This is an optimization exercise on Yosys and OpenROAD, whose aim is small area and a short achievable clock period, not a production implementation. Only simulation tests tie the RTL to the original design; equivalence was not proved. Power is estimated from default activity; no workload was simulated.

==> flow/design.v (excerpt) <==
module branch_predictor_gshare #(
  parameter int PC_WIDTH       = 32,
  parameter int INSTR_ALIGN    = 2,
  parameter int PHT_INDEX_BITS = 8,
  parameter int BHR_WIDTH      = 8,
  parameter int CTR_WIDTH      = 2,
  parameter int BTB_INDEX_BITS = 4,
  parameter int MODE           = 1,
  parameter int STAT_WIDTH     = 16
) (
  input  logic                  clk,
  input  logic                  reset_n,
  input  logic                  lookup_valid,
  input  logic [PC_WIDTH-1:0]   lookup_pc,
  output logic                  pred_taken,
  output logic [PC_WIDTH-1:0]   pred_target,
  output logic                  pred_btb_hit,
  output logic [BHR_WIDTH-1:0]  pred_bhr,
  input  logic                  upd_valid,
  input  logic [PC_WIDTH-1:0]   upd_pc,
  input  logic                  upd_taken,
  input  logic [PC_WIDTH-1:0]   upd_target,
  input  logic [BHR_WIDTH-1:0]  upd_bhr,
  input  logic                  upd_mispredict,
  output logic [STAT_WIDTH-1:0] stat_lookups,
  output logic [STAT_WIDTH-1:0] stat_mispredicts
);
  localparam int PHT_DEPTH = 1 << PHT_INDEX_BITS;
  localparam int BTB_DEPTH = 1 << BTB_INDEX_BITS;
  localparam int TAG_WIDTH = PC_WIDTH - INSTR_ALIGN - BTB_INDEX_BITS;
  localparam logic [CTR_WIDTH-1:0] CTR_INIT = CTR_WIDTH'((1 << (CTR_WIDTH - 1)) - 1);
  localparam logic [PC_WIDTH-1:0]  PC_STEP  = PC_WIDTH'(1) << INSTR_ALIGN;
  function automatic logic [PHT_INDEX_BITS-1:0] pht_index(
    input logic [PC_WIDTH-1:0]  pc,
    input logic [BHR_WIDTH-1:0] hist
  );
    logic [PHT_INDEX_BITS-1:0] hist_ext;
    hist_ext = '0;
    hist_ext[BHR_WIDTH-1:0] = hist;
    if (MODE == 0) pht_index = pc[INSTR_ALIGN +: PHT_INDEX_BITS];
    else           pht_index = pc[INSTR_ALIGN +: PHT_INDEX_BITS] ^ hist_ext;
  endfunction
  logic [PHT_DEPTH*CTR_WIDTH-1:0] pht_q;
  ...
For scale: about 3900 cells after synthesis, roughly 180 I/O pins, roughly 0.061 sq mm of cells after synthesis.
export LEC_CHECK = 0
export CAP_MARGIN = 20
export CORE_MARGIN = 2
export CORE_UTILIZATION = 65
export CTS_BUF_LIST = sky130_fd_sc_hd__clkbuf_16
export CTS_CLUSTER_DIAMETER = 80
export CTS_CLUSTER_SIZE = 25
export PLACE_DENSITY = 0.75
export SETUP_SLACK_MARGIN = 2.5
export SLEW_MARGIN = 20
export TNS_END_PERCENT = 5
create_clock -name core_clock -period 7.0 [get_ports {clk}]
standard.sh (not shown) runs the stock make flow with config.mk's settings and CLKGATE_MAP_FILE= SYNTH_SCRIPT=/design/flow/synth_recipe.tcl, a recipe that flattens the netlist after the stock synthesis.
==> flow/flow/run.sh <==
#!/bin/bash
set -euo pipefail
export IO_CONSTRAINTS="$(pwd)/flow/io.tcl"
export CTS_ARGS="-sink_clustering_enable -repair_clock_nets -dont_use_dummy_load -sink_clustering_size 25 -sink_clustering_max_diameter 80 -buf_list sky130_fd_sc_hd__clkbuf_16"
export BUFFER_PORTS_ARGS="-buffer_cell sky130_fd_sc_hd__buf_2"
bash standard.sh finish > flow_make.log 2>&1
==> flow/flow/io.tcl <==
# Keep the combinational lookup path's ports together on one edge.
set lookup_pins {}
foreach p [get_ports {lookup_pc[*] pred_*}] {
  lappend lookup_pins [get_name $p]
}
set_io_pin_constraint -pin_names $lookup_pins -region left:*
The starting point finished clean.
==> next run, changes <==
--- a/flow/design.v
+++ b/flow/design.v
@@ -141,13 +141,13 @@
         grp_vld |= lk_lo[j] & btb_valid_q[g*BTB_GSIZE+j];
       end
       lk_hit |= lk_hi[g] & grp_vld & (grp_tag == lk_tag);
     end
     pred_btb_hit = lk_hit;
     pred_taken   = pred_btb_hit && lk_dir;
-    pred_target  = pred_taken ? lk_tgt_rd : lookup_pc + PC_STEP;
+    pred_target  = lk_hit ? (lk_dir ? lk_tgt_rd : lookup_pc + PC_STEP) : lookup_pc + PC_STEP;
     pred_bhr     = bhr_q;
   end
   logic [BTB_INDEX_BITS-1:0] up_btb_idx;
   logic [TAG_WIDTH-1:0]      up_tag;
   assign up_btb_idx = upd_pc[INSTR_ALIGN +: BTB_INDEX_BITS];
   assign up_tag     = upd_pc[PC_WIDTH-1 -: TAG_WIDTH];
Effect: Setup slack is better by 0.035 ns. Final cell count went up by 0.96%. Sequential share of layout area goes down by 0.70 points. Critical path depth came out lower by 1. Register-to-register slack is worse by 0.11 ns. Flip-flop and latch count does not change. Final area goes up by 1.1%.

Starting RTL as in the previous note.
export LEC_CHECK = 0
export CAP_MARGIN = 20
export CORE_MARGIN = 2
export CORE_UTILIZATION = 65
export CTS_BUF_LIST = sky130_fd_sc_hd__clkbuf_16
export CTS_CLUSTER_DIAMETER = 60
export CTS_CLUSTER_SIZE = 25
export PLACE_DENSITY = 0.75
export SETUP_SLACK_MARGIN = 2.5
export SLEW_MARGIN = 20
export TNS_END_PERCENT = 5
create_clock -name core_clock -period 7.0 [get_ports {clk}]
==> flow/flow/run.sh <==
#!/bin/bash
set -euo pipefail
export IO_CONSTRAINTS="$(pwd)/flow/io.tcl"
export CTS_ARGS="-sink_clustering_enable -repair_clock_nets -dont_use_dummy_load -sink_clustering_size 25 -sink_clustering_max_diameter 60 -buf_list sky130_fd_sc_hd__clkbuf_16"
export BUFFER_PORTS_ARGS="-buffer_cell sky130_fd_sc_hd__buf_2"
bash standard.sh finish > flow_make.log 2>&1
Scripts as last shown in full above: flow/flow/io.tcl
Rerun with:
--- a/flow/design.v
+++ b/flow/design.v
@@ -140,15 +140,15 @@
         grp_tag |= {TAG_WIDTH{lk_lo[j]}} & btb_tag_q[g*BTB_GSIZE+j];
         grp_vld |= lk_lo[j] & btb_valid_q[g*BTB_GSIZE+j];
       end
       lk_hit |= lk_hi[g] & grp_vld & (grp_tag == lk_tag);
     end
     pred_btb_hit = lk_hit;
     pred_taken   = pred_btb_hit && lk_dir;
-    pred_target  = pred_taken ? lk_tgt_rd : lookup_pc + PC_STEP;
+    pred_target  = lk_hit ? (lk_dir ? lk_tgt_rd : lookup_pc + PC_STEP) : lookup_pc + PC_STEP;
     pred_bhr     = bhr_q;
   end
   logic [BTB_INDEX_BITS-1:0] up_btb_idx;
   logic [TAG_WIDTH-1:0]      up_tag;
   assign up_btb_idx = upd_pc[INSTR_ALIGN +: BTB_INDEX_BITS];
   assign up_tag     = upd_pc[PC_WIDTH-1 -: TAG_WIDTH];
   always_ff @(posedge clk or negedge reset_n) begin
- combinational power drops by a few percent
- clock skew went up by 0.0043 ns
- utilization falls by 0.48 points
- critical path depth does not change
- clock-buffer cell count is higher by 2
- synthesized cell count hardly moves
- worst setup slack gets better by 0.038 ns

==> static timing again, ports no longer ideal <==
No port has a modelled driver above. Below, the same layouts with a new extraction and two added sets of constraints. Step 1 (the two cells are an assumption about what drives the block):
set clk [get_ports {clk}]
set_driving_cell -lib_cell sky130_fd_sc_hd__clkbuf_16 $clk
set_driving_cell -lib_cell sky130_fd_sc_hd__buf_2 [delete_from_list [all_inputs] $clk]
Step 2 adds t to the input delays and takes it off the output delays; t is the mean of the earliest and latest rising clock arrival at the registers after step 1. Input paths then give back, and output paths get back, about the clock's delay inside the block. Three values: no drivers, after step 1, after step 2; two values: the first two.
run | t (ns) | setup slack, ns | slew at the worst register clock pin (ns)
the first run of note 1 | 0.721 | 0.619 / 0.546 / 0.564 | 0.11 / 0.11
the second run of note 1 | 0.731 | 0.654 / 0.578 / 0.591 | 0.10 / 0.10
the first run of note 2 | 0.748 | 0.627 / 0.528 / 0.528 | 0.10 / 0.10
the second run of note 2 | 0.750 | 0.665 / 0.592 / 0.599 | 0.09 / 0.09
After both steps every run listed still meets setup and hold. For the first run of note 2, which loses most, drivers alone change the setup slack by -0.099 ns; drivers and shift together by -0.099 ns.
